This is an optimization exercise on Yosys and OpenROAD, whose aim is small area, not a production implementation. Only simulation tests tie the RTL to the original design; equivalence was not proved. Power figures rest on the tool's default switching activity, not on a simulated workload.

==> flow/design.v <==
package sepr_pkg;
   localparam int unsigned addr_w = 32;
   localparam int unsigned len_w = 20;
   localparam int unsigned word_bytes = 4;
   localparam logic last_op_read = 1'b0;
   typedef enum logic [2:0] {
      st_idle    = 3'b000,     
      st_rd_ptr  = 3'b001,     
      st_rd_hdr  = 3'b010,     
      st_rd_data = 3'b011,     
      st_updt    = 3'b100      
   } sepr_state_t;
endpackage
import sepr_pkg::*;
module sepr_ctrl_fsm (
   input  logic core_clk,
   input  logic uctl_rst_n,
   input  logic get_rd_ptrs,       
   input  logic wr_addr_en,        
   input  logic hdr_rd,            
   input  logic rd,                
   input  logic updt_rd_buf,       
   input  logic mem_ack,
   input  logic dma_dn,
   input  logic ept_updt_dn,
   input  logic buf_empty_in,      
   output logic rd_ptrs_rcvd,
   output logic buf_empty,
   output logic hdr_rd_dn,
   output logic transfer_dn,
   output logic buf_updt_dn,
   output logic mem_rd,
   output logic dma_start,
   output logic ept_req_data,
   output logic ept_updt_req,
   output logic ld_ptr,            
   output logic ld_hdr,            
   output logic wr_addr_load,      
   output logic xfer_done,         
   output logic xfer_busy          
);
   logic updt_q;                   
   assign ept_req_data = get_rd_ptrs;
   assign ld_ptr       = get_rd_ptrs;
   assign wr_addr_load = get_rd_ptrs & wr_addr_en;
   assign hdr_rd_dn    = mem_ack & mem_rd;
   assign ld_hdr       = hdr_rd_dn;
   assign xfer_done    = transfer_dn;
   always_ff @(posedge core_clk or negedge uctl_rst_n) begin
      if (!uctl_rst_n) begin
         rd_ptrs_rcvd <= 1'b0;
         buf_empty    <= 1'b0;
         mem_rd       <= 1'b0;
         dma_start    <= 1'b0;
         transfer_dn  <= 1'b0;
         ept_updt_req <= 1'b0;
         buf_updt_dn  <= 1'b0;
         updt_q       <= 1'b0;
         xfer_busy    <= 1'b0;
      end else begin
         rd_ptrs_rcvd <= get_rd_ptrs;
         buf_empty    <= get_rd_ptrs & buf_empty_in;
         mem_rd       <= hdr_rd | (mem_rd & ~mem_ack);
         dma_start    <= rd;
         transfer_dn  <= dma_dn;
         ept_updt_req <= (updt_rd_buf & ~updt_q) | (ept_updt_req & ~ept_updt_dn);
         buf_updt_dn  <= ept_updt_dn;
         updt_q       <= updt_rd_buf;
         xfer_busy    <= rd | (xfer_busy & ~transfer_dn);
      end
   end
endmodule
import sepr_pkg::*;
module sepr_ptr_regs (
   input  logic              core_clk,
   input  logic              uctl_rst_n,
   input  logic              ld_ptr,           
   input  logic              ld_hdr,           
   input  logic [addr_w-1:0] ept_start_addr,
   input  logic [addr_w-1:0] ept_end_addr,
   input  logic [addr_w-1:0] ept_rd_ptr,
   input  logic [addr_w-1:0] ept_wr_ptr,
   input  logic              ept_last_op,
   input  logic [addr_w-1:0] mem_rd_data,      
   input  logic              mem_dval,
   output logic [addr_w-1:0] start_addr,
   output logic [addr_w-1:0] end_addr,
   output logic [addr_w-1:0] rd_ptr,
   output logic [addr_w-1:0] rd_ptr_n,         
   output logic [addr_w-1:0] next_rd_ptr,      
   output logic              buf_empty         
);
   logic [addr_w-3:0] rd_inc;                  
   logic [addr_w-2:0] rd_inc_c;
   logic              past_end;                
   logic              past_end_q;
   always_ff @(posedge core_clk or negedge uctl_rst_n) begin
      if (!uctl_rst_n) begin
         start_addr <= '0;
         end_addr   <= '0;
      end else if (ld_ptr) begin
         start_addr <= ept_start_addr;
         end_addr   <= ept_end_addr;
      end
   end
   assign rd_ptr_n = ~rd_ptr;
   sepr_gt u_past_end (.a_n(rd_ptr_n), .b(end_addr), .gt(past_end));
   always_ff @(posedge core_clk) begin
      past_end_q <= past_end;
   end
   assign rd_inc_c[0] = 1'b1;
   for (genvar i = 0; i < addr_w-2; i++) begin : g_inc
      sepr_ha u_ha (.a(rd_ptr[i+2]), .b(rd_inc_c[i]), .s(rd_inc[i]), .co(rd_inc_c[i+1]));
   end
   always_ff @(posedge core_clk or negedge uctl_rst_n) begin
      if (!uctl_rst_n) begin
         rd_ptr <= '0;
      end else if (ld_ptr) begin
         rd_ptr <= ept_rd_ptr;
      end else if (ld_hdr) begin
         if (past_end_q)
            rd_ptr <= start_addr;                    
         else
            rd_ptr <= {rd_inc, rd_ptr[1:0]};         
      end
   end
   always_ff @(posedge core_clk) begin
      if (mem_dval) next_rd_ptr <= mem_rd_data;
   end
   assign buf_empty = (ept_wr_ptr == ept_rd_ptr) && (ept_last_op == last_op_read);
endmodule
import sepr_pkg::*;
module sepr_xfer_calc (
   input  logic              core_clk,
   input  logic              uctl_rst_n,
   input  logic              wr_addr_load,      
   input  logic              xfer_done,         
   input  logic              xfer_busy,         
   input  logic [addr_w-1:0] start_addr,
   input  logic [addr_w-1:0] end_addr,
   input  logic [addr_w-1:0] rd_ptr,
   input  logic [addr_w-1:0] rd_ptr_n,          
   input  logic [addr_w-1:0] next_rd_ptr,       
   input  logic [addr_w-1:0] cfg_sys_wr_addr,
   output logic [len_w-1:0]  dma_len,
   output logic [addr_w-1:0] sys_wr_addr
);
   localparam int hw = addr_w - 2;    
   localparam int k1 = 8;             
   localparam int k2 = 18;            
   localparam int ks = 18;            
   localparam logic [255:0] tab_ca = 256'hffffffffffffffff0000ffffffffffff00000000ffffffff100031007310ffff;
   localparam logic [255:0] tab_cb = 256'hf731ff73fff7fffffffff731ff73fff7fff7fffff731ff73ffffffffffffffff;
   localparam logic [255:0] tab_cc1 = 256'h000010003100731073100000100031003100731000001000ff73fff7fffff731;
   localparam logic [255:0] tab_cn = 256'hffffffffffffffffffffffffffffffffffffffffffffffff1000310073100000;
   logic [hw-1:0] h_w, r_nw, s_nw, e_w;
   logic [1:0]    h_b, r_b, s_b, e_b;
   logic [7:0]    lo;
   logic          wrap;               
   logic          wrap_q;             
   logic          ysel;               
   logic          ca, cb, cc1, cn;
   logic          cn_q;               
   logic [1:0]    len_b;              
   logic [hw-1:0] sel_b, len_f;       
   logic [hw-1:0] a_s, b_s;           
   logic          a_c1, b_c1, c_c1, a_c2, b_c2, c_c2, s_c1;
   logic          ca1_q, cb1_q, cw0_q, cw1_q, ca2_q, cb2_q, cc2_q, cs_q;
   logic [hw-1:0] sa;                 
   assign h_w  = next_rd_ptr[addr_w-1:2];
   assign r_nw = rd_ptr_n[addr_w-1:2];
   assign s_nw = ~start_addr[addr_w-1:2];
   assign e_w  = end_addr[addr_w-1:2];
   assign h_b  = next_rd_ptr[1:0];
   assign r_b  = rd_ptr[1:0];
   assign s_b  = start_addr[1:0];
   assign e_b  = end_addr[1:0];
   assign lo   = {h_b, r_b, e_b, s_b};
   assign ca  = tab_ca[lo];           
   assign cb  = tab_cb[lo];           
   assign cc1 = tab_cc1[lo];          
   assign cn  = tab_cn[lo];           
   sepr_gt u_wrap (.a_n(rd_ptr_n), .b(next_rd_ptr), .gt(wrap));
   always_ff @(posedge core_clk) begin
      wrap_q <= wrap;
      cn_q   <= cn;
   end
   assign ysel  = ~xfer_busy | wrap_q;
   assign len_b = wrap_q ? 2'(h_b - r_b + e_b - s_b) : 2'(h_b - r_b);
   assign sel_b[k1-1:0] = ysel ? b_s[k1-1:0] : {k1{cn_q}};
   sepr_rca #(k1) u_a1 (.a(h_w[k1-1:0]), .b(r_nw[k1-1:0]), .ci(ca), .s(a_s[k1-1:0]), .co(a_c1));
   sepr_rca #(k1) u_b1 (.a(e_w[k1-1:0]), .b(s_nw[k1-1:0]), .ci(cb), .s(b_s[k1-1:0]), .co(b_c1));
   sepr_rca #(k1) u_c1 (.a(a_s[k1-1:0]), .b(sel_b[k1-1:0]), .ci(ysel & cc1),
                        .s(len_f[k1-1:0]), .co(c_c1));
   assign sel_b[k2-1:k1] = wrap_q ? b_s[k2-1:k1] : {(k2-k1){cn_q}};
   sepr_rca #(k2-k1) u_a2 (.a(h_w[k2-1:k1]), .b(r_nw[k2-1:k1]), .ci(ca1_q),
                           .s(a_s[k2-1:k1]), .co(a_c2));
   sepr_rca #(k2-k1) u_b2 (.a(e_w[k2-1:k1]), .b(s_nw[k2-1:k1]), .ci(cb1_q),
                           .s(b_s[k2-1:k1]), .co(b_c2));
   sepr_rca #(k2-k1) u_c2 (.a(a_s[k2-1:k1]), .b(sel_b[k2-1:k1]), .ci(wrap_q ? cw1_q : cw0_q),
                           .s(len_f[k2-1:k1]), .co(c_c2));
   assign sel_b[hw-1:k2] = wrap_q ? b_s[hw-1:k2] : {(hw-k2){cn_q}};
   sepr_rca #(hw-k2) u_a3 (.a(h_w[hw-1:k2]), .b(r_nw[hw-1:k2]), .ci(ca2_q),
                           .s(a_s[hw-1:k2]), .co());
   sepr_rca #(hw-k2) u_b3 (.a(e_w[hw-1:k2]), .b(s_nw[hw-1:k2]), .ci(cb2_q),
                           .s(b_s[hw-1:k2]), .co());
   sepr_rca #(hw-k2) u_c3 (.a(a_s[hw-1:k2]), .b(sel_b[hw-1:k2]), .ci(cc2_q),
                           .s(len_f[hw-1:k2]), .co());
   assign dma_len = {len_f[len_w-3:0], len_b};
   sepr_rca #(ks) u_s1 (.a(sys_wr_addr[ks+1:2]), .b(len_f[ks-1:0]), .ci(|len_b),
                        .s(sa[ks-1:0]), .co(s_c1));
   sepr_rca #(hw-ks) u_s2 (.a(sys_wr_addr[addr_w-1:ks+2]), .b(len_f[hw-1:ks]), .ci(cs_q),
                           .s(sa[hw-1:ks]), .co());
   always_ff @(posedge core_clk) begin
      ca1_q <= a_c1;
      cb1_q <= b_c1;
      cw1_q <= c_c1;
      cw0_q <= cn & (|a_s[k1-1:0]);
      ca2_q <= a_c2;
      cb2_q <= b_c2;
      cc2_q <= c_c2;
      cs_q  <= s_c1;
   end
   always_ff @(posedge core_clk or negedge uctl_rst_n) begin
      if (!uctl_rst_n) begin
         sys_wr_addr <= '0;
      end else if (wr_addr_load) begin
         sys_wr_addr <= cfg_sys_wr_addr;
      end else if (xfer_done) begin
         sys_wr_addr[addr_w-1:2] <= sa;
      end
   end
endmodule
module sepr_rca #(parameter int w = 8) (
   input  logic [w-1:0] a,
   input  logic [w-1:0] b,
   input  logic         ci,
   output logic [w-1:0] s,
   output logic         co
);
   logic [w:0] c;
   assign c[0] = ci;
   for (genvar i = 0; i < w; i++) begin : g_fa
      sepr_fa u_fa (.a(a[i]), .b(b[i]), .ci(c[i]), .s(s[i]), .co(c[i+1]));
   end
   assign co = c[w];
endmodule
module sepr_gt (
   input  logic [31:0] a_n,
   input  logic [31:0] b,
   output logic        gt
);
   logic [24:0] c;
   logic [7:0]  g, p;
   logic        gg, pp;
   assign c[0] = 1'b1;
   for (genvar i = 0; i < 24; i++) begin : g_maj
      sepr_maj u_maj (.a(b[i]), .b(a_n[i]), .c(c[i]), .y(c[i+1]));
   end
   assign g = b[31:24] & a_n[31:24];
   assign p = b[31:24] | a_n[31:24];
   always_comb begin
      gg = 1'b0;
      pp = 1'b1;
      for (int i = 0; i < 8; i++) begin
         gg = g[i] | (p[i] & gg);
         pp = pp & p[i];
      end
   end
   assign gt = ~(gg | (pp & c[24]));
endmodule
module sepr_fa (
   input  logic a,
   input  logic b,
   input  logic ci,
   output logic s,
   output logic co
);
   assign {co, s} = a + b + ci;
endmodule
module sepr_ha (
   input  logic a,
   input  logic b,
   output logic s,
   output logic co
);
   assign {co, s} = a + b;
endmodule
module sepr_maj (
   input  logic a,
   input  logic b,
   input  logic c,
   output logic y
);
   assign y = (a & b) | (a & c) | (b & c);
endmodule
import sepr_pkg::*;
module sepr_top (
   input  logic              core_clk,
   input  logic              uctl_rst_n,
   input  logic              get_rd_ptrs,
   input  logic              wr_addr_en,
   input  logic              hdr_rd,
   input  logic              rd,
   input  logic              updt_rd_buf,
   output logic              rd_ptrs_rcvd,
   output logic              buf_empty,
   output logic              hdr_rd_dn,
   output logic              transfer_dn,
   output logic              buf_updt_dn,
   input  logic [addr_w-1:0] mem_rd_data,
   input  logic              mem_ack,
   input  logic              mem_dval,
   output logic [addr_w-1:0] mem_addr,
   output logic              mem_rd,
   input  logic              dma_dn,
   input  logic [addr_w-1:0] cfg_sys_wr_addr,
   output logic              dma_start,
   output logic [addr_w-1:0] dma_laddr,
   output logic [len_w-1:0]  dma_len,
   output logic [addr_w-1:0] dma_ep_start_addr,
   output logic [addr_w-1:0] dma_ep_end_addr,
   output logic [addr_w-1:0] sys_wr_addr,
   input  logic [addr_w-1:0] ept_start_addr,
   input  logic [addr_w-1:0] ept_end_addr,
   input  logic [addr_w-1:0] ept_rd_ptr,
   input  logic [addr_w-1:0] ept_wr_ptr,
   input  logic              ept_last_op,
   input  logic              ept_updt_dn,
   output logic              ept_req_data,
   output logic              ept_updt_req,
   output logic [addr_w-1:0] ept_wr_rd_ptr
);
   logic              ld_ptr;
   logic              ld_hdr;
   logic              wr_addr_load;
   logic              xfer_done;
   logic              xfer_busy;
   logic              ptr_buf_empty;    
   logic [addr_w-1:0] start_addr;
   logic [addr_w-1:0] end_addr;
   logic [addr_w-1:0] rd_ptr;
   logic [addr_w-1:0] rd_ptr_n;
   logic [addr_w-1:0] next_rd_ptr;
   sepr_ctrl_fsm i_ctrl_fsm (
      .core_clk, .uctl_rst_n, .get_rd_ptrs, .wr_addr_en, .hdr_rd, .rd, .updt_rd_buf,
      .mem_ack, .dma_dn, .ept_updt_dn, .buf_empty_in(ptr_buf_empty),
      .rd_ptrs_rcvd, .buf_empty, .hdr_rd_dn, .transfer_dn, .buf_updt_dn,
      .mem_rd, .dma_start, .ept_req_data, .ept_updt_req,
      .ld_ptr, .ld_hdr, .wr_addr_load, .xfer_done, .xfer_busy
   );
   sepr_ptr_regs i_ptr_regs (
      .core_clk, .uctl_rst_n, .ld_ptr, .ld_hdr,
      .ept_start_addr, .ept_end_addr, .ept_rd_ptr, .ept_wr_ptr, .ept_last_op,
      .mem_rd_data, .mem_dval,
      .start_addr, .end_addr, .rd_ptr, .rd_ptr_n, .next_rd_ptr, .buf_empty(ptr_buf_empty)
   );
   sepr_xfer_calc i_xfer_calc (
      .core_clk, .uctl_rst_n, .wr_addr_load, .xfer_done, .xfer_busy,
      .start_addr, .end_addr, .rd_ptr, .rd_ptr_n, .next_rd_ptr, .cfg_sys_wr_addr,
      .dma_len, .sys_wr_addr
   );
   assign mem_addr          = rd_ptr;     
   assign dma_laddr         = rd_ptr;     
   assign dma_ep_start_addr = start_addr;
   assign dma_ep_end_addr   = end_addr;
   assign ept_wr_rd_ptr     = {next_rd_ptr[addr_w-1:2], 2'b00};    
endmodule
==> flow/run.sh <==
#!/bin/bash
# synth_recipe.tcl (not shown) runs the flow's synth.tcl, then flattens the netlist and writes it again
# the make line also repeats each setting of config.mk as NAME=value (left out here)
make -C /OpenROAD-flow-scripts/flow DESIGN_CONFIG=/design/flow/config.mk WORK_HOME=/design/flow/orfs CLKGATE_MAP_FILE= SYNTH_SCRIPT=/design/flow/synth_recipe.tcl finish
==> flow/config.mk <==
export PLATFORM = sky130hd
export DESIGN_NAME = sepr_top
export DESIGN_NICKNAME = sepr_top
export VERILOG_FILES = /design/flow/design.v
export SDC_FILE = /design/flow/constraint.sdc
export NUM_CORES = 4
export LEC_CHECK = 0
export CAP_MARGIN = 20
export CORE_MARGIN = 2
export CORE_UTILIZATION = 40
export SLEW_MARGIN = 20
export SYNTH_HIERARCHICAL = 1
==> flow/constraint.sdc <==
create_clock -name core_clock -period 10.0 [get_ports {core_clk}]
set_input_delay 2.0000 -clock core_clock [delete_from_list [all_inputs] [get_ports {core_clk}]]
set_output_delay 2.0000 -clock core_clock [all_outputs]
set_load 0.01 [all_outputs]
==> results of run 1 <==
[layer usage]
layer  global-route usage  share of wire  vias to the layer above
met5                    0         0.0011                        -
met4               0.0827          0.025                        6
met3               0.0754          0.073                       51
met2                0.453           0.50                      326
met1                0.316           0.40                     4504
li1                     -              -                     4270
[kinds of logic (layout without fill, tap and decap cells)]
kind of cell | Yosys count | in the layout | share of synthesized area
AO/OA/AOI/OAI | 140 | 140 | 0.0661
adder cells (fa/ha/maj) | 201 | 201 | 0.276
XOR/XNOR | 38 | 38 | 0.0290
other | 4 | 10 | 0.00124
flip-flops | 180 | 180 | 0.380
multiplexers | 130 | 130 | 0.114
buffers and inverters | 157 | 551 | 0.0644
AND/OR/NAND/NOR | 201 | 201 | 0.0689
[per-module statistics from Yosys, one instance, submodules excluded, a selection]
module	flops+latches	area, µm²	cells inside	copies in the design
sepr_top	0	259	35	1
sepr_maj	0	11.3	1	48
sepr_ptr_regs	129	5580	452	1
sepr_gt	0	91.3	14	2
sepr_ctrl_fsm	9	312	23	1
sepr_ha	0	12.5	1	30
[area by class of cell]
class / instances / area (µm²) / share of cell area
clock buffers: 20 / 467 / 0.0271
multi-input cells: 715 / 6830 / 0.396
flip-flops and latches: 180 / 4620 / 0.268
inverters: 73 / 274 / 0.0159
well taps: 390 / 488 / 0.0283
repair buffers: 446 / 4400 / 0.255
clock inverters: 12 / 153 / 0.00886
diodes: 5 / 12.5 / 0.000726
[how the worst max path moves through the flow]
stage	from	endpoint	slack, ps
6_report	i_ptr_regs.end_addr[0]	i_xfer_calc.sys_wr_addr[19]	360
2_1_floorplan	i_ptr_regs.end_addr[0]	i_xfer_calc.sys_wr_addr[19]	280
3_5_place_dp	i_ptr_regs.rd_ptr[0]	i_xfer_calc.sys_wr_addr[19]	-60
3_3_place_gp	i_ptr_regs.rd_ptr[0]	i_xfer_calc.sys_wr_addr[19]	80
4_1_cts	i_ptr_regs.rd_ptr[1]	i_xfer_calc.sys_wr_addr[19]	5
5_1_grt	i_ptr_regs.end_addr[0]	i_xfer_calc.sys_wr_addr[19]	20
[synthesized netlist by cell type, types with 2 or more instances]
cell,instances
sky130_fd_sc_hd__nand2b_1,3
sky130_fd_sc_hd__mux2i_1,63
sky130_fd_sc_hd__o221ai_1,3
sky130_fd_sc_hd__buf_6,3
sky130_fd_sc_hd__nor2_1,7
sky130_fd_sc_hd__maj3_2,48
sky130_fd_sc_hd__a211oi_1,4
sky130_fd_sc_hd__o211ai_1,3
sky130_fd_sc_hd__and2_1,2
sky130_fd_sc_hd__a21oi_1,4
sky130_fd_sc_hd__a32oi_1,2
sky130_fd_sc_hd__conb_1,4
sky130_fd_sc_hd__edfxtp_1,32
sky130_fd_sc_hd__ha_1,33
sky130_fd_sc_hd__inv_1,73
sky130_fd_sc_hd__and3_1,2
sky130_fd_sc_hd__a21o_1,2
sky130_fd_sc_hd__fa_1,120
sky130_fd_sc_hd__o21ai_0,97
sky130_fd_sc_hd__o22a_1,2
sky130_fd_sc_hd__o22ai_1,7
sky130_fd_sc_hd__nand4_1,2
sky130_fd_sc_hd__mux2_2,67
sky130_fd_sc_hd__clkbuf_1,24
sky130_fd_sc_hd__buf_2,13
sky130_fd_sc_hd__a22oi_1,6
sky130_fd_sc_hd__o21ai_1,3
sky130_fd_sc_hd__nand2_1,162
sky130_fd_sc_hd__nand3_1,5
sky130_fd_sc_hd__buf_4,41
sky130_fd_sc_hd__xnor2_1,7
sky130_fd_sc_hd__or3_1,2
sky130_fd_sc_hd__buf_1,3
sky130_fd_sc_hd__nor2b_1,2
sky130_fd_sc_hd__nor4_1,8
sky130_fd_sc_hd__dfrtp_1,137
sky130_fd_sc_hd__dfxtp_1,11
sky130_fd_sc_hd__xor2_1,30
[stage by stage]
stage	setup WS (ps)	hold slack [ps]	cell area, µm²	TNS (ps)	total power, W
2_1_floorplan	284	409	12100	0	0.00238
3_3_place_gp	84.1	418	16500	0	0.00340
3_5_place_dp	-58.3	434	16500	-58.3	0.00345
4_1_cts	4.63	440	17100	0	0.00419
5_1_grt	17.6	456	17200	0	0.00450
6_report	363	438	17200	0	0.00416
[timing repair]
item,4_1_cts,5_1_grt
buffers inserted,0,0
setup endpoints to repair,1,2
hold endpoints to repair,0,0
hold buffers,0,0
pin swaps,0,10
resized for setup,2,27
[flip-flops by register name (all words and copies together) (netlist names), 32 cells and up]
name / count
i_ptr_regs.rd_ptr: 32
i_xfer_calc.sys_wr_addr: 32
i_ptr_regs.next_rd_ptr: 32
i_ptr_regs.start_addr: 32
i_ptr_regs.end_addr: 32
[report_power, final]
part	total [W]	switching (W)	internal (W)
sequential	0.00109	0.000200	0.000891
clock	0.000723	0.000310	0.000413
combinational	0.00235	0.00111	0.00124
total	0.00416	0.00162	0.00254
==> flow_summary.html, run 1 <==
<table>
<tr><th>Metric</th><th>Value</th></tr>
<tr><th colspan="2">Cells and area</th></tr>
<tr><td>Layout filler cell count</td><td>2590</td></tr>
<tr><td>Most common cell after layout, fill and taps aside</td><td>sky130_fd_sc_hd__clkdlybuf4s50_1</td></tr>
<tr><td>Total number of nets in the final design</td><td>1790</td></tr>
<tr><td>Final std cells w/o fill</td><td>roughly 1800</td></tr>
<tr><td>Fraction of layout instances using a drive strength above 1</td><td>0.145</td></tr>
<tr><td>Final Util</td><td>0.578</td></tr>
<tr><td>Most frequent cells in the layout</td><td>419 x sky130_fd_sc_hd__clkdlybuf4s50_1, 161 x sky130_fd_sc_hd__nand2_1, 133 x sky130_fd_sc_hd__dfrtp_1</td></tr>
<tr><td>Area delta synth-&gt;final</td><td>42.0%</td></tr>
<tr><th colspan="2">Synth</th></tr>
<tr><td>Async S/R FF share, synth</td><td>0.761</td></tr>
<tr><td>Warnings from Yosys</td><td>10</td></tr>
<tr><td>Avg Cell Area, Syn</td><td>11.5 µm²</td></tr>
<tr><td>Count of state elements after synthesis</td><td>180</td></tr>
<tr><td>Unique cell type count in the Yosys netlist</td><td>52</td></tr>
<tr><td>Gate count of the mapped netlist</td><td>about 1100</td></tr>
<tr><td>Flip-flop cell with the highest count after synthesis</td><td>sky130_fd_sc_hd__dfrtp_1</td></tr>
<tr><td>Sequential area share after synthesis</td><td>0.380</td></tr>
<tr><td>Fraction of post-synthesis cell area in the top cell type by area</td><td>0.282</td></tr>
<tr><td>Area leader, netlist</td><td>sky130_fd_sc_hd__dfrtp_1</td></tr>
<tr><td>Leading cell types by total area after synthesis</td><td>sky130_fd_sc_hd__dfrtp_1 28%, sky130_fd_sc_hd__fa_1 20%, sky130_fd_sc_hd__edfxtp_1 7.9%</td></tr>
<tr><td>Count of flip-flops with a built-in enable after synthesis</td><td>32</td></tr>
<tr><td>Synth Cell Area</td><td>0.0121 mm²</td></tr>
<tr><th colspan="2">Clocking</th></tr>
<tr><td>Clock tree from TritonCTS</td><td>done</td></tr>
<tr><td>CTS Buffer Depth</td><td>2</td></tr>
<tr><td>Number of buffers created by CTS</td><td>17</td></tr>
<tr><td>Root cell of the clock tree</td><td>sky130_fd_sc_hd__clkbuf_16</td></tr>
<tr><td>Clock transition at the register clock pins on the worst setup and hold paths after CTS</td><td>70 ps</td></tr>
<tr><td>Clock insertion delay at the later pin of the skew report</td><td>450 ps</td></tr>
<tr><td>Maximum level of the CTS H-tree</td><td>4</td></tr>
<tr><td>Clock net sink count</td><td>180</td></tr>
<tr><th colspan="2">Hold path</th></tr>
<tr><td>Worst hold path depth</td><td>1</td></tr>
<tr><td>Hold Crit Start</td><td>i_ctrl_fsm.updt_q</td></tr>
<tr><td>Hold/Removal Path Class</td><td>flop to flop</td></tr>
<tr><td>End of the worst hold path</td><td>i_ctrl_fsm.ept_updt_req</td></tr>
<tr><th colspan="2">Power and ir drop</th></tr>
<tr><td>Power per cell area</td><td>241 mW/mm²</td></tr>
<tr><td>Worst supply voltage drop on vdd</td><td>0.000128 V</td></tr>
<tr><td>Leakage</td><td>7.12 nW</td></tr>
<tr><th colspan="2">Critical path</th></tr>
<tr><td>Critical path capture point type</td><td>flop</td></tr>
<tr><td>Startpoint of the lowest-slack register-to-register path</td><td>i_ptr_regs.end_addr[0]</td></tr>
<tr><td>Delay contributed by the slowest stage of the critical path</td><td>between 500 and 600 ps</td></tr>
<tr><td>Critical path buffer and inverter count</td><td>1</td></tr>
<tr><td>Crit path DAT</td><td>a little under 10000 ps</td></tr>
<tr><td>WP depth</td><td>29</td></tr>
<tr><td>Depth of the most critical reg-to-reg path</td><td>29</td></tr>
<tr><td>Critical path class</td><td>flop to flop</td></tr>
<tr><td>Type of origin of the critical path</td><td>flop</td></tr>
<tr><td>Data required time of the critical path</td><td>10310 ps</td></tr>
<tr><td>Slowest cell on crit path</td><td>sky130_fd_sc_hd__fa_1</td></tr>
<tr><td>End of the worst register-to-register path</td><td>i_xfer_calc.sys_wr_addr[19]</td></tr>
<tr><td>Register-to-register setup slack</td><td>360 ps</td></tr>
<tr><td>Top delay family on crit path</td><td>adder cells</td></tr>
<tr><td>Critical path fanouts, max</td><td>8</td></tr>
<tr><td>Most frequent cell on the critical path</td><td>sky130_fd_sc_hd__fa_1</td></tr>
<tr><th colspan="2">GRT</th></tr>
<tr><td>Maximum number of pins on one net before global-route repair</td><td>79</td></tr>
<tr><td>GRT Overall Usage</td><td>0.262</td></tr>
<tr><td>Global route overflow</td><td>0</td></tr>
<tr><td>Initial antenna violation count</td><td>8</td></tr>
<tr><td>First-pass GRT wire length</td><td>60300 µm</td></tr>
<tr><td>Number of global-route vias before repair</td><td>slightly below 10000</td></tr>
<tr><th colspan="2">Floorplan</th></tr>
<tr><td>Core Rows</td><td>63</td></tr>
<tr><td>Die extent in x</td><td>roughly 180 µm</td></tr>
<tr><td>Die height</td><td>around 180 µm</td></tr>
<tr><td>Number of top-level design ports</td><td>approximately 430</td></tr>
<tr><td>Area enclosed by the die boundary</td><td>0.0318 mm²</td></tr>
<tr><td>Area of the placeable core</td><td>0.0298 mm²</td></tr>
<tr><td>Initial Utilization</td><td>0.407</td></tr>
<tr><th colspan="2">Status</th></tr>
<tr><td>Run status</td><td>complete, no violations</td></tr>
<tr><th colspan="2">Timing</th></tr>
<tr><td>Setup repair after global routing missed its margin</td><td>false</td></tr>
<tr><td>Final slew viol count</td><td>0</td></tr>
<tr><td>Slew margin rel.</td><td>0.278</td></tr>
<tr><td>Setup skew after layout</td><td>11.4 ps</td></tr>
<tr><td>Max Fclk</td><td>104 MHz</td></tr>
<tr><td>Period Utilization, post-route</td><td>0.964</td></tr>
<tr><td>Slew at the pin with the worst max-slew slack</td><td>1080 ps</td></tr>
<tr><td>Final Hold Viols</td><td>0</td></tr>
<tr><td># setup viols final</td><td>0</td></tr>
<tr><td>Clock period minus worst slack</td><td>about 9600 ps</td></tr>
<tr><th colspan="2">Route</th></tr>
<tr><td>Drt initial violations</td><td>393</td></tr>
<tr><td>Vias</td><td>9157</td></tr>
<tr><td>Final wirelength</td><td>40800 µm</td></tr>
<tr><td>Post-DRT Antenna Nets</td><td>0</td></tr>
<tr><td>Post-detailed-route via-to-cell ratio</td><td>4.97</td></tr>
<tr><td>WL per Instance</td><td>22.2 µm</td></tr>
<tr><td>Number of design rule violations left after detail routing</td><td>0</td></tr>
<tr><td>First drt pass iteration count</td><td>5</td></tr>
<tr><th colspan="2">Placed design</th></tr>
<tr><td>HPWL after detailed placement</td><td>32100 µm</td></tr>
<tr><td>Number of placed cells counting well taps</td><td>approximately 1800</td></tr>
<tr><td>Number of buffer cells added on primary ports</td><td>around 420</td></tr>
<tr><td>Gp weighted congestion</td><td>0.838</td></tr>
<tr><th colspan="2">Job</th></tr>
<tr><td>Number of max-cap violations</td><td>0</td></tr>
</table>
==> run 2, diff against run 1 <==
==> flow/flow/run.sh (new file) <==
#!/bin/bash
# Standard ORFS layout (the standard.sh), with each port buffered by the
# smallest buffer instead of the one buffer_ports picks by default.
set -euo pipefail
export BUFFER_PORTS_ARGS="-buffer_cell sky130_fd_sc_hd__buf_1"
bash standard.sh finish > standard_flow.log 2>&1
==> flow/standard.sh (new file) <==
#!/bin/bash
# synth_recipe.tcl (not shown) runs the flow's synth.tcl, then flattens the netlist and writes it again
# the make line also repeats each setting of config.mk as NAME=value (left out here)
make -C /OpenROAD-flow-scripts/flow DESIGN_CONFIG=/design/flow/config.mk WORK_HOME=/design/flow/orfs CLKGATE_MAP_FILE= SYNTH_SCRIPT=/design/flow/synth_recipe.tcl "${@:-finish}"
--- a/flow/config.mk
+++ b/flow/config.mk
@@ -10,2 +10,3 @@
 export CORE_UTILIZATION = 40
+export CTS_BUF_LIST = sky130_fd_sc_hd__clkbuf_8
 export SLEW_MARGIN = 20
removed: flow/run.sh
==> run 2 against run 1 <==
Clock skew increased by 8.3 ps. Via count increased by 0.15%. Die area unchanged. Power decreased by 13%. Sequential cell count unchanged. Register-to-register slack got worse by 96 ps. Wire length decreased by 8.4%. Clock-buffer cell count decreased by 1. Maximum frequency decreased by 0.98%. Critical endpoint unchanged. Largest cell class unchanged.
==> flow_summary.html, run 2 <==
<table>
<tr><th>Metric</th><th>Value</th></tr>
<tr><th colspan="2">GRT</th></tr>
<tr><td>Initial antenna violation count</td><td>2 (was 8)</td></tr>
<tr><td>First-pass GRT wire length</td><td>55700 µm (was 60300 µm)</td></tr>
<tr><td>Maximum number of pins on one net before global-route repair</td><td>74 (was 79)</td></tr>
<tr><td>GRT Overall Usage</td><td>0.239 (was 0.262)</td></tr>
<tr><td>Global route overflow</td><td>0 (unchanged)</td></tr>
<tr><td>Number of global-route vias before repair</td><td>9311 (was 9817)</td></tr>
<tr><th colspan="2">Route</th></tr>
<tr><td>Number of design rule violations left after detail routing</td><td>0 (unchanged)</td></tr>
<tr><td>First drt pass iteration count</td><td>5 (unchanged)</td></tr>
<tr><td>Vias</td><td>9171 (was 9157)</td></tr>
<tr><td>Post-detailed-route via-to-cell ratio</td><td>4.96 (was 4.97)</td></tr>
<tr><td>Post-DRT Antenna Nets</td><td>0 (unchanged)</td></tr>
<tr><td>Final wirelength</td><td>37400 µm (was 40800 µm)</td></tr>
<tr><td>WL per Instance</td><td>20.2 µm (was 22.2 µm)</td></tr>
<tr><td>Drt initial violations</td><td>484 (was 393)</td></tr>
<tr><th colspan="2">Timing</th></tr>
<tr><td>Slew margin rel.</td><td>0.233 (was 0.278)</td></tr>
<tr><td>Slew at the pin with the worst max-slew slack</td><td>1150 ps (was 1080 ps)</td></tr>
<tr><td>Period Utilization, post-route</td><td>0.973 (was 0.964)</td></tr>
<tr><td>Final slew viol count</td><td>0 (unchanged)</td></tr>
<tr><td>Setup skew after layout</td><td>19.7 ps (was 11.4 ps)</td></tr>
<tr><td>Final Hold Viols</td><td>0 (unchanged)</td></tr>
<tr><td>Post-Route Setup TNS</td><td>0 ps (unchanged)</td></tr>
<tr><td>Hold Slack</td><td>432 ps (was 438 ps)</td></tr>
<tr><td># setup viols final</td><td>0 (unchanged)</td></tr>
<tr><td>Max Fclk</td><td>103 MHz (was 104 MHz)</td></tr>
<tr><td>Clock period minus worst slack</td><td>9730 ps (was 9640 ps)</td></tr>
<tr><th colspan="2">Clocking</th></tr>
<tr><td>Clock tree from TritonCTS</td><td>done (unchanged)</td></tr>
<tr><td>CTS Buffer Depth</td><td>2 (unchanged)</td></tr>
<tr><td>Clock net sink count</td><td>180 (unchanged)</td></tr>
<tr><td>Root cell of the clock tree</td><td>sky130_fd_sc_hd__clkbuf_8 (was sky130_fd_sc_hd__clkbuf_16)</td></tr>
<tr><td>Clock transition at the register clock pins on the worst setup and hold paths after CTS</td><td>100 ps (was 70 ps)</td></tr>
<tr><td>Number of buffers created by CTS</td><td>17 (unchanged)</td></tr>
<tr><td>Total of hold buffers inserted after clock tree synthesis</td><td>0 (unchanged)</td></tr>
<tr><td>Maximum level of the CTS H-tree</td><td>4 (unchanged)</td></tr>
<tr><td>Clock insertion delay at the later pin of the skew report</td><td>500 ps (was 450 ps)</td></tr>
<tr><th colspan="2">Synth</th></tr>
<tr><td>Unique cell type count in the Yosys netlist</td><td>52 (unchanged)</td></tr>
<tr><td>Adder-Cell Fraction of Synth Area</td><td>0.276 (unchanged)</td></tr>
<tr><td>Fraction of the mapped netlist area in compound gates</td><td>0.0661 (unchanged)</td></tr>
<tr><td>Avg Cell Area, Syn</td><td>11.5 µm² (unchanged)</td></tr>
<tr><td>Gate count of the mapped netlist</td><td>1051 (unchanged)</td></tr>
<tr><td>Async S/R FF share, synth</td><td>0.761 (unchanged)</td></tr>
<tr><td>Count of flip-flops with a built-in enable after synthesis</td><td>32 (unchanged)</td></tr>
<tr><td>Fraction of post-synthesis cell area in the top cell type by area</td><td>0.282 (unchanged)</td></tr>
<tr><td>Ranking of synthesized cells by instance count</td><td>162 x sky130_fd_sc_hd__nand2_1, 137 x sky130_fd_sc_hd__dfrtp_1, 120 x sky130_fd_sc_hd__fa_1, 97 x sky130_fd_sc_hd__o21ai_0, 73 x sky130_fd_sc_hd__inv_1 (unchanged)</td></tr>
<tr><td>Synth Cell Area</td><td>0.0121 mm² (unchanged)</td></tr>
<tr><td>Sequential area share after synthesis</td><td>0.380 (unchanged)</td></tr>
<tr><td>Xor/xnor cell area share of the yosys netlist</td><td>0.0290 (unchanged)</td></tr>
<tr><td>Most common cell in the synthesized netlist</td><td>sky130_fd_sc_hd__nand2_1 (unchanged)</td></tr>
<tr><td>Fraction of synthesized area in multiplexers</td><td>0.114 (unchanged)</td></tr>
<tr><td>Synthesized-area fraction occupied by and/or/nand/nor cells</td><td>0.0689 (unchanged)</td></tr>
<tr><td>Count of state elements after synthesis</td><td>180 (unchanged)</td></tr>
<tr><td>Combinational family with the most area after synthesis</td><td>adder cells (unchanged)</td></tr>
<tr><td>Leading cell types by total area after synthesis</td><td>sky130_fd_sc_hd__dfrtp_1 28%, sky130_fd_sc_hd__fa_1 20%, sky130_fd_sc_hd__edfxtp_1 7.9% (unchanged)</td></tr>
<tr><td>Warnings from Yosys</td><td>10 (unchanged)</td></tr>
<tr><td>Area leader, netlist</td><td>sky130_fd_sc_hd__dfrtp_1 (unchanged)</td></tr>
<tr><td>Flip-flop cell with the highest count after synthesis</td><td>sky130_fd_sc_hd__dfrtp_1 (unchanged)</td></tr>
<tr><th colspan="2">Status</th></tr>
<tr><td>Run status</td><td>complete, no violations (unchanged)</td></tr>
<tr><th colspan="2">Critical path</th></tr>
<tr><td>Slowest cell on crit path</td><td>sky130_fd_sc_hd__fa_1 (unchanged)</td></tr>
<tr><td>Critical path class</td><td>flop to flop (unchanged)</td></tr>
<tr><td>Beginning of the critical path</td><td>i_ptr_regs.rd_ptr[0] (was i_ptr_regs.end_addr[0])</td></tr>
<tr><td>Critical path fanouts, max</td><td>4 (was 8)</td></tr>
<tr><td>Startpoint of the lowest-slack register-to-register path</td><td>i_ptr_regs.rd_ptr[0] (was i_ptr_regs.end_addr[0])</td></tr>
<tr><td>Critical path capture point type</td><td>flop (unchanged)</td></tr>
<tr><td>Type of origin of the critical path</td><td>flop (unchanged)</td></tr>
<tr><td>Data required time of the critical path</td><td>10410 ps (was 10310 ps)</td></tr>
<tr><td>Delay contributed by the slowest stage of the critical path</td><td>520 ps (was 530 ps)</td></tr>
<tr><td>Crit path DAT</td><td>10140 ps (was 9950 ps)</td></tr>
<tr><th colspan="2">Placed design</th></tr>
<tr><td>Gp weighted congestion</td><td>0.850 (was 0.838)</td></tr>
<tr><td>Number of buffer cells added on primary ports</td><td>422 (unchanged)</td></tr>
<tr><td>HPWL after detailed placement</td><td>29600 µm (was 32100 µm)</td></tr>
<tr><th colspan="2">Floorplan</th></tr>
<tr><td>Die height</td><td>178 µm (unchanged)</td></tr>
<tr><td>Area of the placeable core</td><td>0.0298 mm² (unchanged)</td></tr>
<tr><td>Number of top-level design ports</td><td>425 (unchanged)</td></tr>
<tr><td>Core Rows</td><td>63 (unchanged)</td></tr>
<tr><td>Initial Utilization</td><td>0.407 (unchanged)</td></tr>
<tr><td>Die extent in x</td><td>178 µm (unchanged)</td></tr>
<tr><td>Area enclosed by the die boundary</td><td>0.0318 mm² (unchanged)</td></tr>
<tr><th colspan="2">Cells and area</th></tr>
<tr><td>Most common cell after layout, fill and taps aside</td><td>sky130_fd_sc_hd__buf_1 (was sky130_fd_sc_hd__clkdlybuf4s50_1)</td></tr>
<tr><td>Area delta synth-&gt;final</td><td>19.2% (was 42.0%)</td></tr>
<tr><td>Layout filler cell count</td><td>2906 (was 2590)</td></tr>
<tr><td>Total number of nets in the final design</td><td>1802 (was 1790)</td></tr>
<tr><td>Fraction of layout instances using a drive strength above 1</td><td>0.150 (was 0.145)</td></tr>
<tr><td>Most frequent cells in the layout</td><td>419 x sky130_fd_sc_hd__buf_1, 161 x sky130_fd_sc_hd__nand2_1, 132 x sky130_fd_sc_hd__dfrtp_1 (was 419 x sky130_fd_sc_hd__clkdlybuf4s50_1, 161 x sky130_fd_sc_hd__nand2_1, 133 x sky130_fd_sc_hd__dfrtp_1)</td></tr>
<tr><th colspan="2">Power and ir drop</th></tr>
<tr><td>Psw</td><td>0.00157 W (was 0.00162 W)</td></tr>
<tr><td>Pint</td><td>0.00203 W (was 0.00254 W)</td></tr>
<tr><td>Switching share of total power</td><td>0.436 (was 0.389)</td></tr>
<tr><td>Worst supply voltage drop on vdd</td><td>0.000125 V (was 0.000128 V)</td></tr>
<tr><td>Combinational power share</td><td>0.559 (was 0.564)</td></tr>
<tr><td>Leakage</td><td>5.95 nW (was 7.12 nW)</td></tr>
<tr><td>Portion of total power attributed to sequential cells</td><td>0.300 (was 0.262)</td></tr>
<tr><td>Power per cell area</td><td>249 mW/mm² (was 241 mW/mm²)</td></tr>
<tr><td>Part of the power in the clock network</td><td>0.141 (was 0.174)</td></tr>
<tr><th colspan="2">Hold path</th></tr>
<tr><td>Hold Crit Start</td><td>i_ctrl_fsm.updt_q (unchanged)</td></tr>
<tr><td>Hold/Removal Path Class</td><td>flop to flop (unchanged)</td></tr>
<tr><th colspan="2">Job</th></tr>
<tr><td>Number of max-cap violations</td><td>0 (unchanged)</td></tr>
</table>
==> run 2: cell count changes in the layout (fill, tap and decap cells not counted), moves of 2 or more <==
| cell | before | now |
|---|---|---|
| sky130_fd_sc_hd__buf_1 | 0 | 419 |
| sky130_fd_sc_hd__clkdlybuf4s50_1 | 419 | 0 |
| sky130_fd_sc_hd__clkbuf_16 | 17 | 0 |
| sky130_fd_sc_hd__clkbuf_8 | 3 | 19 |
| sky130_fd_sc_hd__buf_4 | 25 | 36 |
| sky130_fd_sc_hd__inv_1 | 73 | 77 |
| sky130_fd_sc_hd__diode_2 | 5 | 2 |
| sky130_fd_sc_hd__clkbuf_4 | 0 | 2 |
==> run 2: layout make-up <==
| class | instances | area [µm²] | area share |
|---|---|---|---|
| diodes | 2 | 5.00 | 0.000346 |
| clock buffers | 19 | 262 | 0.0181 |
| clock inverters | 13 | 121 | 0.00839 |
| inverters | 73 | 274 | 0.0189 |
| multi-input cells | 715 | 6830 | 0.472 |
| flip-flops and latches | 180 | 4620 | 0.319 |
| well taps | 390 | 488 | 0.0337 |
| repair buffers | 458 | 1860 | 0.129 |
==> run 2: worst paths after layout <==
check | end | slack (ps) | cells after the start
max | i_xfer_calc.sys_wr_addr[19] | 270 | 30
min | i_ctrl_fsm.ept_updt_req | 430 | 1
max reg2reg | i_xfer_calc.sys_wr_addr[19] | 270 | 30
min reg2reg | i_ctrl_fsm.ept_updt_req | 430 | 1
max in group asynchronous | i_ptr_regs.start_addr[0] | 7480 | 2
min in group asynchronous | i_ptr_regs.start_addr[16] | 1320 | 1
==> run 2: logic make-up (layout without fill, tap and decap cells) <==
group / after synthesis / count (layout)
XOR/XNOR: 38 / 38
AO/OA/AOI/OAI: 140 / 140
AND/OR/NAND/NOR: 201 / 201
buffers and inverters: 157 / 563
multiplexers: 130 / 130
other: 4 / 7
adder cells (fa/ha/maj): 201 / 201
flip-flops: 180 / 180
==> run 2: stage by stage <==
step / area (µm²) / utilization / std cells / power, W / setup WS, ps
floorplan: 12100 / - / 1052 / 0.00238 / 284
global placement: 13900 / 0.468 / 1811 / 0.00303 / 64.9
detailed placement: 13900 / 0.468 / 1811 / 0.00308 / -101
CTS: 14300 / 0.481 / 1843 / 0.00361 / 35.6
global route: 14500 / 0.485 / 1850 / 0.00397 / -36.5
finish: 14500 / 0.485 / 1850 / 0.00361 / 267
==> run 2: repair_timing <==
item,CTS,global route
resized for setup,5,24
buffers inserted,0,5
hold endpoints to repair,0,0
pin swaps,0,12
endpoints found under the setup margin,1,2
==> run 2: Yosys stat by module (local to each module, per instance), a selection <==
| module | area (µm²) | times used | flops+latches |
|---|---|---|---|
| sepr_xfer_calc | 2480 | 1 | 42 |
| sepr_top | 259 | 1 | 0 |
| sepr_gt | 91.3 | 2 | 0 |
| sepr_fa | 20.0 | 120 | 0 |
| sepr_ha | 12.5 | 30 | 0 |
| sepr_maj | 11.3 | 48 | 0 |
==> run 2: routing by layer <==
metal  GRT usage  wire length, µm  vias to the layer above
li1            -                -                     4276
met1       0.311            16000                     4561
met2       0.408            18800                      306
met3      0.0486             2020                       28
met4      0.0583              607                        0
met5           0                0                        -
==> run 2: power groups by stage <==
stage	clock network (W)	registers, W	logic, W
floorplan	0	0.00108	0.00130
global placement	0	0.00109	0.00194
detailed placement	0	0.00110	0.00199
CTS	0.000528	0.00108	0.00200
global route	0.000555	0.00111	0.00231
finish	0.000510	0.00108	0.00202
==> run 2: worst max-delay path, delay by kind of cell (launching register included) <==
| kind | cells | cell delay (ps) |
|---|---|---|
| flip-flops | 1 | 440 |
| adder cells (fa/ha/maj) | 20 | 7940 |
| multiplexers | 1 | 60 |
| AO/OA/AOI/OAI | 5 | 790 |
| AND/OR/NAND/NOR | 3 | 250 |
| buffers and inverters | 1 | 150 |
==> run 3, diff against run 2 <==
--- a/flow/config.mk
+++ b/flow/config.mk
@@ -10,3 +10,2 @@
 export CORE_UTILIZATION = 40
-export CTS_BUF_LIST = sky130_fd_sc_hd__clkbuf_8
 export SLEW_MARGIN = 20
==> run 3 against run 2 <==
Still clean on timing, DRC and antenna. Cell area increased by 1.5%. Sequential power about the same. Via count is essentially flat. Final cell count hardly changed. Non-clock buffer count up 1. Setup slack better by 16 ps. Clock-buffer cell count up 4. Wire length increased by 0.63%. Highest routed layer unchanged.
==> flow_summary.html, run 3 <==
<table>
<tr><th>Metric</th><th>Value</th></tr>
<tr><th colspan="2">Clocking</th></tr>
<tr><td>Clock tree from TritonCTS</td><td>done (unchanged)</td></tr>
<tr><td>Root cell of the clock tree</td><td>sky130_fd_sc_hd__clkbuf_16 (was sky130_fd_sc_hd__clkbuf_8)</td></tr>
<tr><td>Clock insertion delay at the later pin of the skew report</td><td>450 ps (was 500 ps)</td></tr>
<tr><td>Number of buffers created by CTS</td><td>17 (unchanged)</td></tr>
<tr><td>Clock transition at the register clock pins on the worst setup and hold paths after CTS</td><td>70 ps (was 100 ps)</td></tr>
<tr><td>Total of hold buffers inserted after clock tree synthesis</td><td>0 (unchanged)</td></tr>
<tr><td>Clock net sink count</td><td>180 (unchanged)</td></tr>
<tr><td>CTS Buffer Depth</td><td>2 (unchanged)</td></tr>
<tr><td>Maximum level of the CTS H-tree</td><td>4 (unchanged)</td></tr>
<tr><th colspan="2">Floorplan</th></tr>
<tr><td>Die extent in x</td><td>178 µm (unchanged)</td></tr>
<tr><td>Area enclosed by the die boundary</td><td>0.0318 mm² (unchanged)</td></tr>
<tr><td>Core Rows</td><td>63 (unchanged)</td></tr>
<tr><td>Area of the placeable core</td><td>0.0298 mm² (unchanged)</td></tr>
<tr><td>Initial Utilization</td><td>0.407 (unchanged)</td></tr>
<tr><td>Die height</td><td>178 µm (unchanged)</td></tr>
<tr><td>Number of top-level design ports</td><td>425 (unchanged)</td></tr>
<tr><th colspan="2">Route</th></tr>
<tr><td>Top routing layer used</td><td>met4 (unchanged)</td></tr>
<tr><td>Post-detailed-route via-to-cell ratio</td><td>4.95 (was 4.96)</td></tr>
<tr><td>Number of design rule violations left after detail routing</td><td>0 (unchanged)</td></tr>
<tr><td>WL per Instance</td><td>20.3 µm (was 20.2 µm)</td></tr>
<tr><td>First drt pass iteration count</td><td>5 (unchanged)</td></tr>
<tr><td>Detailed-route wire length on metal 1</td><td>15900 µm (was 16000 µm)</td></tr>
<tr><td>Final wirelength</td><td>37600 µm (was 37400 µm)</td></tr>
<tr><td>Post-DRT Antenna Nets</td><td>0 (unchanged)</td></tr>
<tr><td>Drt initial violations</td><td>501 (was 484)</td></tr>
<tr><td>Total length of routed met3 wires</td><td>2090 µm (was 2020 µm)</td></tr>
<tr><td>Met2 wire length</td><td>19000 µm (was 18800 µm)</td></tr>
<tr><td>Vias</td><td>9170 (was 9171)</td></tr>
<tr><th colspan="2">Timing</th></tr>
<tr><td>Max Fclk</td><td>103 MHz (about the same)</td></tr>
<tr><td>Final Hold Viols</td><td>0 (unchanged)</td></tr>
<tr><td>Clock period minus worst slack</td><td>9720 ps (was 9730 ps)</td></tr>
<tr><td>Slew margin rel.</td><td>0.234 (was 0.233)</td></tr>
<tr><td># setup viols final</td><td>0 (unchanged)</td></tr>
<tr><td>Slew at the pin with the worst max-slew slack</td><td>1150 ps (about the same)</td></tr>
<tr><td>Setup skew after layout</td><td>11.3 ps (was 19.7 ps)</td></tr>
<tr><td>Period Utilization, post-route</td><td>0.972 (was 0.973)</td></tr>
<tr><td>Final slew viol count</td><td>0 (unchanged)</td></tr>
<tr><td>Fin worst setup slack</td><td>283 ps (was 267 ps)</td></tr>
<tr><th colspan="2">Synth</th></tr>
<tr><td>Ranking of synthesized cells by instance count</td><td>162 x sky130_fd_sc_hd__nand2_1, 137 x sky130_fd_sc_hd__dfrtp_1, 120 x sky130_fd_sc_hd__fa_1, 97 x sky130_fd_sc_hd__o21ai_0, 73 x sky130_fd_sc_hd__inv_1 (unchanged)</td></tr>
<tr><td>Flip-flop cell with the highest count after synthesis</td><td>sky130_fd_sc_hd__dfrtp_1 (unchanged)</td></tr>
<tr><td>Warnings from Yosys</td><td>10 (unchanged)</td></tr>
<tr><td>Count of state elements after synthesis</td><td>180 (unchanged)</td></tr>
<tr><td>Sequential area share after synthesis</td><td>0.380 (unchanged)</td></tr>
<tr><td>Synth Cell Area</td><td>0.0121 mm² (unchanged)</td></tr>
<tr><td>Avg Cell Area, Syn</td><td>11.5 µm² (unchanged)</td></tr>
<tr><td>Async S/R FF share, synth</td><td>0.761 (unchanged)</td></tr>
<tr><td>Unique cell type count in the Yosys netlist</td><td>52 (unchanged)</td></tr>
<tr><td>Most common cell in the synthesized netlist</td><td>sky130_fd_sc_hd__nand2_1 (unchanged)</td></tr>
<tr><td>Leading cell types by total area after synthesis</td><td>sky130_fd_sc_hd__dfrtp_1 28%, sky130_fd_sc_hd__fa_1 20%, sky130_fd_sc_hd__edfxtp_1 7.9% (unchanged)</td></tr>
<tr><td>Gate count of the mapped netlist</td><td>1051 (unchanged)</td></tr>
<tr><td>Count of flip-flops with a built-in enable after synthesis</td><td>32 (unchanged)</td></tr>
<tr><td>Fraction of post-synthesis cell area in the top cell type by area</td><td>0.282 (unchanged)</td></tr>
<tr><td>Area leader, netlist</td><td>sky130_fd_sc_hd__dfrtp_1 (unchanged)</td></tr>
<tr><th colspan="2">Power and ir drop</th></tr>
<tr><td>Combinational power share</td><td>0.535 (was 0.559)</td></tr>
<tr><td>Switching share of total power</td><td>0.423 (was 0.436)</td></tr>
<tr><td>Pint</td><td>0.00219 W (was 0.00203 W)</td></tr>
<tr><td>Total power consumption of the routed design</td><td>0.00380 W (was 0.00361 W)</td></tr>
<tr><td>Leakage</td><td>6.03 nW (was 5.95 nW)</td></tr>
<tr><td>Psw</td><td>0.00161 W (was 0.00157 W)</td></tr>
<tr><td>Worst supply voltage drop on vdd</td><td>0.000123 V (was 0.000125 V)</td></tr>
<tr><td>Portion of total power attributed to sequential cells</td><td>0.285 (was 0.300)</td></tr>
<tr><td>Power per cell area</td><td>259 mW/mm² (was 249 mW/mm²)</td></tr>
<tr><td>Part of the power in the clock network</td><td>0.180 (was 0.141)</td></tr>
<tr><th colspan="2">Critical path</th></tr>
<tr><td>Slowest cell on crit path</td><td>sky130_fd_sc_hd__fa_1 (unchanged)</td></tr>
<tr><td>Type of origin of the critical path</td><td>flop (unchanged)</td></tr>
<tr><td>Register-to-register setup slack</td><td>280 ps (was 270 ps)</td></tr>
<tr><td>Critical path fanouts, max</td><td>4 (unchanged)</td></tr>
<tr><td>Crit path DAT</td><td>10020 ps (was 10140 ps)</td></tr>
<tr><td>End of the worst register-to-register path</td><td>i_xfer_calc.sys_wr_addr[19] (unchanged)</td></tr>
<tr><td>Data required time of the critical path</td><td>10300 ps (was 10410 ps)</td></tr>
<tr><td>Critical path class</td><td>flop to flop (unchanged)</td></tr>
<tr><td>Startpoint of the lowest-slack register-to-register path</td><td>i_ptr_regs.rd_ptr[0] (unchanged)</td></tr>
<tr><td>Critical path buffer and inverter count</td><td>2 (was 1)</td></tr>
<tr><td>Depth of the most critical reg-to-reg path</td><td>30 (unchanged)</td></tr>
<tr><td>Top delay family on crit path</td><td>adder cells (unchanged)</td></tr>
<tr><td>Most frequent cell on the critical path</td><td>sky130_fd_sc_hd__fa_2</td></tr>
<tr><td>Delay contributed by the slowest stage of the critical path</td><td>520 ps (about the same)</td></tr>
<tr><td>Critical path capture point type</td><td>flop (unchanged)</td></tr>
<tr><th colspan="2">Status</th></tr>
<tr><td>Run status</td><td>complete, no violations (unchanged)</td></tr>
<tr><th colspan="2">Cells and area</th></tr>
<tr><td>Most frequent cells in the layout</td><td>419 x sky130_fd_sc_hd__buf_1, 161 x sky130_fd_sc_hd__nand2_1, 132 x sky130_fd_sc_hd__dfrtp_1 (unchanged)</td></tr>
<tr><td>Most common cell after layout, fill and taps aside</td><td>sky130_fd_sc_hd__buf_1 (unchanged)</td></tr>
<tr><td>Area delta synth-&gt;final</td><td>20.9% (was 19.2%)</td></tr>
<tr><td>Fraction of layout instances using a drive strength above 1</td><td>0.153 (was 0.150)</td></tr>
<tr><td>Total number of nets in the final design</td><td>1803 (was 1802)</td></tr>
<tr><td>Layout filler cell count</td><td>2880 (was 2906)</td></tr>
<tr><th colspan="2">Hold path</th></tr>
<tr><td>Worst hold path depth</td><td>1 (unchanged)</td></tr>
<tr><td>Hold Crit Start</td><td>i_ctrl_fsm.updt_q (unchanged)</td></tr>
<tr><td>End of the worst hold path</td><td>i_ctrl_fsm.ept_updt_req (unchanged)</td></tr>
<tr><td>Hold/Removal Path Class</td><td>flop to flop (unchanged)</td></tr>
<tr><th colspan="2">GRT</th></tr>
<tr><td>Number of global-route vias before repair</td><td>9348 (was 9311)</td></tr>
<tr><td>Initial antenna violation count</td><td>2 (unchanged)</td></tr>
<tr><td>Maximum number of pins on one net before global-route repair</td><td>74 (unchanged)</td></tr>
<tr><td>Global route overflow</td><td>0 (unchanged)</td></tr>
<tr><td>First-pass GRT wire length</td><td>56000 µm (was 55700 µm)</td></tr>
<tr><td>GRT Overall Usage</td><td>0.240 (was 0.239)</td></tr>
<tr><th colspan="2">Job</th></tr>
<tr><td>Number of max-cap violations</td><td>0 (unchanged)</td></tr>
<tr><th colspan="2">Placed design</th></tr>
<tr><td>Post-placement worst setup slack</td><td>-101 ps (unchanged)</td></tr>
<tr><td>Gp weighted congestion</td><td>0.850 (unchanged)</td></tr>
<tr><td>HPWL after detailed placement</td><td>29600 µm (unchanged)</td></tr>
<tr><td>Number of buffer cells added on primary ports</td><td>422 (unchanged)</td></tr>
</table>
## run 3: cell counts after synthesis
Identical to the previous run, type by type.
## run 3: worst max-delay path by stage
| stage | start | end | slack [ps] | cells after the start |
|---|---|---|---|---|
| 2_1_floorplan | i_ptr_regs.end_addr[0] | i_xfer_calc.sys_wr_addr[19] | 280 | 28 |
| 3_3_place_gp | i_ptr_regs.rd_ptr[0] | i_xfer_calc.sys_wr_addr[19] | 60 | 29 |
| 3_5_place_dp | i_ptr_regs.end_addr[0] | i_xfer_calc.sys_wr_addr[19] | -100 | 27 |
| 4_1_cts | i_ptr_regs.start_addr[0] | i_xfer_calc.sys_wr_addr[19] | 50 | 28 |
| 5_1_grt | i_ptr_regs.rd_ptr[0] | i_xfer_calc.sys_wr_addr[19] | -30 | 29 |
| 6_report | i_ptr_regs.rd_ptr[0] | i_xfer_calc.sys_wr_addr[19] | 280 | 30 |
## run 3: layer usage
layer	global-route usage	vias up
li1	-	4284
met1	0.312	4541
met2	0.411	314
met3	0.0488	31
met4	0.0600	0
met5	0	-
## run 3: modules after synthesis, one instance, submodules excluded, excerpt
module          flip-flops and latches  times used  cell area [µm²]
sepr_fa                              0         120             20.0
sepr_top                             0           1              259
sepr_xfer_calc                      42           1             2480
sepr_ptr_regs                      129           1             5580
sepr_ha                              0          30             12.5
sepr_maj                             0          48             11.3
sepr_gt                              0           2             91.3
sepr_ctrl_fsm                        9           1              312
## run 3: worst reg2reg max path: cells and delay by family (launching register included)
| family | cells | cell delay [ps] |
|---|---|---|
| AOI/OAI and AO/OA | 4 | 620 |
| adders and majority gates | 20 | 7920 |
| buffers and inverters | 2 | 260 |
| DFF | 1 | 430 |
| muxes | 1 | 130 |
| and+or+nand+nor | 3 | 220 |
## run 3: power by group through the flow
stage / Combinational, W / Sequential (W) / Clock, W
floorplan: 0.00130 / 0.00108 / 0
global placement: 0.00194 / 0.00109 / 0
detailed placement: 0.00199 / 0.00110 / 0
CTS: 0.00201 / 0.00108 / 0.000697
global route: 0.00232 / 0.00111 / 0.000728
finish: 0.00203 / 0.00108 / 0.000682
## run 3: cell type report
class / instances / area (µm²) / area share
antenna: 2 / 5.00 / 0.000341
clock buffer: 23 / 468 / 0.0319
clock inverter: 9 / 106 / 0.00725
inverter: 73 / 274 / 0.0187
multi-input combinational: 715 / 6850 / 0.467
sequential: 180 / 4620 / 0.315
tap: 390 / 488 / 0.0332
timing repair buffer: 459 / 1870 / 0.127
## run 3: metrics by stage
step                      setup TNS (ps)  instances  instance area (µm²)   util  hold WS (ps)
after floorplan                        0       1052                12100      -           409
after global placement                 0       1811                13900  0.468           416
after detailed placement            -101       1811                13900  0.468           426
after CTS                              0       1845                14600  0.488           433
after global routing               -29.3       1851                14700  0.493           445
final                                  0       1851                14700  0.493           429
## run 3: cell families (layout without fill, tap and decap cells)
group           count (synthesis)  in the layout  synth area share
simple gates                  201            201            0.0689
flops                         180            180             0.380
mux                           130            130             0.114
fa+ha+maj                     201            201             0.276
compound gates                140            140            0.0661
other cells                     4              7           0.00124
xor+xnor                       38             38            0.0290
buf+inv                       157            564            0.0644
## run 3: repair_timing
item                                    in CTS  in global routing
endpoints found under the setup margin       1                  2
hold endpoints to repair                     0                  0
setup buffers                                2                  4
resized for setup                            5                 29
pin swaps                                    1                 12
==> run 4, diff against run 3 <==
--- a/flow/design.v
+++ b/flow/design.v
@@ -110,3 +110,3 @@
    end
-   assign rd_inc_c[0] = 1'b1;
+   assign rd_inc_c[0] = ld_hdr & ~past_end_q;
    for (genvar i = 0; i < addr_w-2; i++) begin : g_inc
@@ -119,7 +119,6 @@
          rd_ptr <= ept_rd_ptr;
-      end else if (ld_hdr) begin
-         if (past_end_q)
-            rd_ptr <= start_addr;                    
-         else
-            rd_ptr <= {rd_inc, rd_ptr[1:0]};         
+      end else if (ld_hdr & past_end_q) begin
+         rd_ptr <= start_addr;                       
+      end else begin
+         rd_ptr <= {rd_inc, rd_ptr[1:0]};            
       end
--- a/flow/config.mk
+++ b/flow/config.mk
@@ -10,2 +10,3 @@
 export CORE_UTILIZATION = 40
+export CTS_BUF_LIST = sky130_fd_sc_hd__clkbuf_8
 export SLEW_MARGIN = 20
==> run 4 against run 3 <==
Still clean on timing, DRC and antenna. Critical path depth shrank 3. Clock-buffer cell count fell by 6. Clock skew up 8.4 ps. Setup slack improved by 34 ps. Maximum frequency is 0.35% higher. Core utilization shrank 0.50 points. Power is 9.4% lower. Sequential power about the same. Sequential share of layout area is 1.3 points higher. Final cell count down 4.2%. Largest power group unchanged. Highest routed layer unchanged.
==> flow_summary.html, run 4 <==
<table>
<tr><th>Metric</th><th>Value</th></tr>
<tr><th colspan="2">Status</th></tr>
<tr><td>Run status</td><td>complete, no violations (unchanged)</td></tr>
<tr><th colspan="2">Clocking</th></tr>
<tr><td>Clock net sink count</td><td>180 (unchanged)</td></tr>
<tr><td>Number of buffers created by CTS</td><td>17 (unchanged)</td></tr>
<tr><td>Clock transition at the register clock pins on the worst setup and hold paths after CTS</td><td>100 ps (was 70 ps)</td></tr>
<tr><td>Clock tree from TritonCTS</td><td>done (unchanged)</td></tr>
<tr><th colspan="2">GRT</th></tr>
<tr><td>GRT Overall Usage</td><td>0.235 (was 0.240)</td></tr>
<tr><td>Maximum number of pins on one net before global-route repair</td><td>72 (was 74)</td></tr>
<tr><td>Number of global-route vias before repair</td><td>9260 (was 9348)</td></tr>
<tr><td>Global route overflow</td><td>0 (unchanged)</td></tr>
<tr><th colspan="2">Timing</th></tr>
<tr><td>Final Hold Viols</td><td>0 (unchanged)</td></tr>
<tr><td>Period Utilization, post-route</td><td>0.968 (was 0.972)</td></tr>
<tr><td>Hold Slack</td><td>437 ps (was 429 ps)</td></tr>
<tr><th colspan="2">Floorplan</th></tr>
<tr><td>Die extent in x</td><td>176 µm (was 178 µm)</td></tr>
<tr><th colspan="2">Hold path</th></tr>
<tr><td>Worst hold path depth</td><td>1 (unchanged)</td></tr>
<tr><td>Hold/Removal Path Class</td><td>flop to flop (unchanged)</td></tr>
<tr><th colspan="2">Placed design</th></tr>
<tr><td>Gp weighted congestion</td><td>0.933 (was 0.850)</td></tr>
<tr><td>Number of buffer cells added on primary ports</td><td>422 (unchanged)</td></tr>
<tr><th colspan="2">Power and ir drop</th></tr>
<tr><td>Worst supply voltage drop on vdd</td><td>0.000106 V (was 0.000123 V)</td></tr>
<tr><td>Power per cell area</td><td>244 mW/mm² (was 259 mW/mm²)</td></tr>
<tr><th colspan="2">Cells and area</th></tr>
<tr><td>Post-route cell area</td><td>0.0141 mm² (was 0.0147 mm²)</td></tr>
<tr><td>Most frequent cells in the layout</td><td>419 x sky130_fd_sc_hd__buf_1, 133 x sky130_fd_sc_hd__dfrtp_1, 130 x sky130_fd_sc_hd__nand2_1 (was 419 x sky130_fd_sc_hd__buf_1, 161 x sky130_fd_sc_hd__nand2_1, 132 x sky130_fd_sc_hd__dfrtp_1)</td></tr>
<tr><td>Sequential cell area in the final layout</td><td>0.00461 mm² (was 0.00462 mm²)</td></tr>
<tr><td>Most common cell after layout, fill and taps aside</td><td>sky130_fd_sc_hd__buf_1 (unchanged)</td></tr>
<tr><th colspan="2">Critical path</th></tr>
<tr><td>Most frequent cell on the critical path</td><td>sky130_fd_sc_hd__fa_1 (was sky130_fd_sc_hd__fa_2)</td></tr>
<tr><td>Critical path buffer and inverter count</td><td>1 (was 2)</td></tr>
<tr><td>Slowest cell on crit path</td><td>sky130_fd_sc_hd__fa_1 (unchanged)</td></tr>
<tr><td>Startpoint of the lowest-slack register-to-register path</td><td>i_ptr_regs.end_addr[0] (was i_ptr_regs.rd_ptr[0])</td></tr>
<tr><td>Delay contributed by the slowest stage of the critical path</td><td>550 ps (was 520 ps)</td></tr>
<tr><td>Beginning of the critical path</td><td>i_ptr_regs.end_addr[0] (was i_ptr_regs.rd_ptr[0])</td></tr>
<tr><td>Depth of the most critical reg-to-reg path</td><td>27 (was 30)</td></tr>
<tr><td>End of the worst register-to-register path</td><td>i_xfer_calc.sys_wr_addr[19] (unchanged)</td></tr>
<tr><th colspan="2">Synth</th></tr>
<tr><td>Count of flip-flops with a built-in enable after synthesis</td><td>32 (unchanged)</td></tr>
<tr><td>Gate count of the mapped netlist</td><td>983 (was 1051)</td></tr>
<tr><td>Warnings from Yosys</td><td>10 (unchanged)</td></tr>
</table>
==> run 4: worst reg2reg max path, cell delays in order (launching register included) <==
cell	delay (ps)
sky130_fd_sc_hd__dfrtp_1	410
sky130_fd_sc_hd__buf_4	190
sky130_fd_sc_hd__o211ai_1	240
sky130_fd_sc_hd__nor2_1	50
sky130_fd_sc_hd__or3_1	330
sky130_fd_sc_hd__o31a_1	130
sky130_fd_sc_hd__fa_1	400
sky130_fd_sc_hd__fa_2	360
sky130_fd_sc_hd__fa_1	410
sky130_fd_sc_hd__fa_2	370
sky130_fd_sc_hd__fa_1	420
sky130_fd_sc_hd__fa_2	360
sky130_fd_sc_hd__fa_1	530
sky130_fd_sc_hd__fa_1	550
sky130_fd_sc_hd__fa_1	430
sky130_fd_sc_hd__fa_2	380
sky130_fd_sc_hd__fa_2	350
sky130_fd_sc_hd__fa_2	340
sky130_fd_sc_hd__fa_1	380
sky130_fd_sc_hd__fa_2	370
sky130_fd_sc_hd__fa_2	350
sky130_fd_sc_hd__fa_1	390
sky130_fd_sc_hd__fa_1	400
sky130_fd_sc_hd__fa_2	360
sky130_fd_sc_hd__fa_1	400
sky130_fd_sc_hd__fa_1	490
sky130_fd_sc_hd__mux2i_1	60
sky130_fd_sc_hd__o21ai_1	170
==> run 4: layout make-up <==
type / instances / share of cell area
multi-input cells: 655 / 0.466
flip-flops and latches: 180 / 0.327
repair buffers: 449 / 0.127
well taps: 384 / 0.0341
inverters: 73 / 0.0194
clock buffers: 17 / 0.0166
clock inverters: 15 / 0.00931
diodes: 1 / 0.000177
==> run 4: worst max path at each step <==
stage                                        to  slack [ps]  depth (start not counted)
finish              i_xfer_calc.sys_wr_addr[19]         320                         27
global placement    i_xfer_calc.sys_wr_addr[19]          40                         29
global route        i_xfer_calc.sys_wr_addr[19]         -40                         29
CTS                 i_xfer_calc.sys_wr_addr[19]           7                         27
floorplan           i_xfer_calc.sys_wr_addr[19]         280                         28
detailed placement  i_xfer_calc.sys_wr_addr[19]        -190                         29
==> run 4: timing repair <==
item,in CTS,in global routing
gates cloned,0,0
hold buffers,0,0
gates resized for setup,10,20
setup endpoints to repair,1,3
setup buffers,2,3
pin swaps,2,6
==> run 4: layer usage <==
layer  global-route usage  wire length [µm]
met5                    0                 0
met4               0.0654               627
met3               0.0547              2150
met2                0.394             17700
met1                0.308             15400
==> run 4: modules after synthesis (local to each module, per instance), a selection <==
| module | cells inside | flops+latches | times used | area [µm²] |
|---|---|---|---|---|
| sepr_gt | 14 | 0 | 2 | 91.3 |
| sepr_ha | 1 | 0 | 30 | 12.5 |
| sepr_fa | 1 | 0 | 120 | 20.0 |
| sepr_maj | 1 | 0 | 48 | 11.3 |
| sepr_top | 35 | 0 | 1 | 259 |
| sepr_xfer_calc | 315 | 42 | 1 | 2480 |
==> run 4: where the power goes <==
group | total, W | internal, W | switching (W)
clock network | 0.000486 | 0.000197 | 0.000289
registers | 0.00106 | 0.000890 | 0.000173
logic | 0.00189 | 0.000854 | 0.00103
==> run 4: logic make-up after synthesis <==
| kind of cell | share of synthesized area |
|---|---|
| buffers and inverters | 0.0626 |
| other | 0.000951 |
| adders and majority gates | 0.284 |
| and+or+nand+nor | 0.0616 |
| AOI/OAI and AO/OA | 0.0551 |
| DFF | 0.389 |
| xor gates and xnor gates | 0.0297 |
| muxes | 0.117 |
==> run 4: through the flow <==
stage	setup TNS (ps)	utilization	total power, W	instances	setup WS (ps)
after floorplan	0	-	0.00233	984	284
after global placement	0	0.471	0.00290	1736	44.5
after detailed placement	-195	0.471	0.00296	1736	-195
after CTS	0	0.485	0.00346	1770	6.61
after global routing	-44.8	0.487	0.00380	1773	-44.8
final	0	0.488	0.00344	1774	317

Check on run 4: ideal ports give 0.317 ns setup slack; a clkbuf_16 on the clock port and buf_2 on the inputs give 0.317 ns; moving port delays by the midpoint clock arrival (0.535 ns) as well gives 0.317 ns.
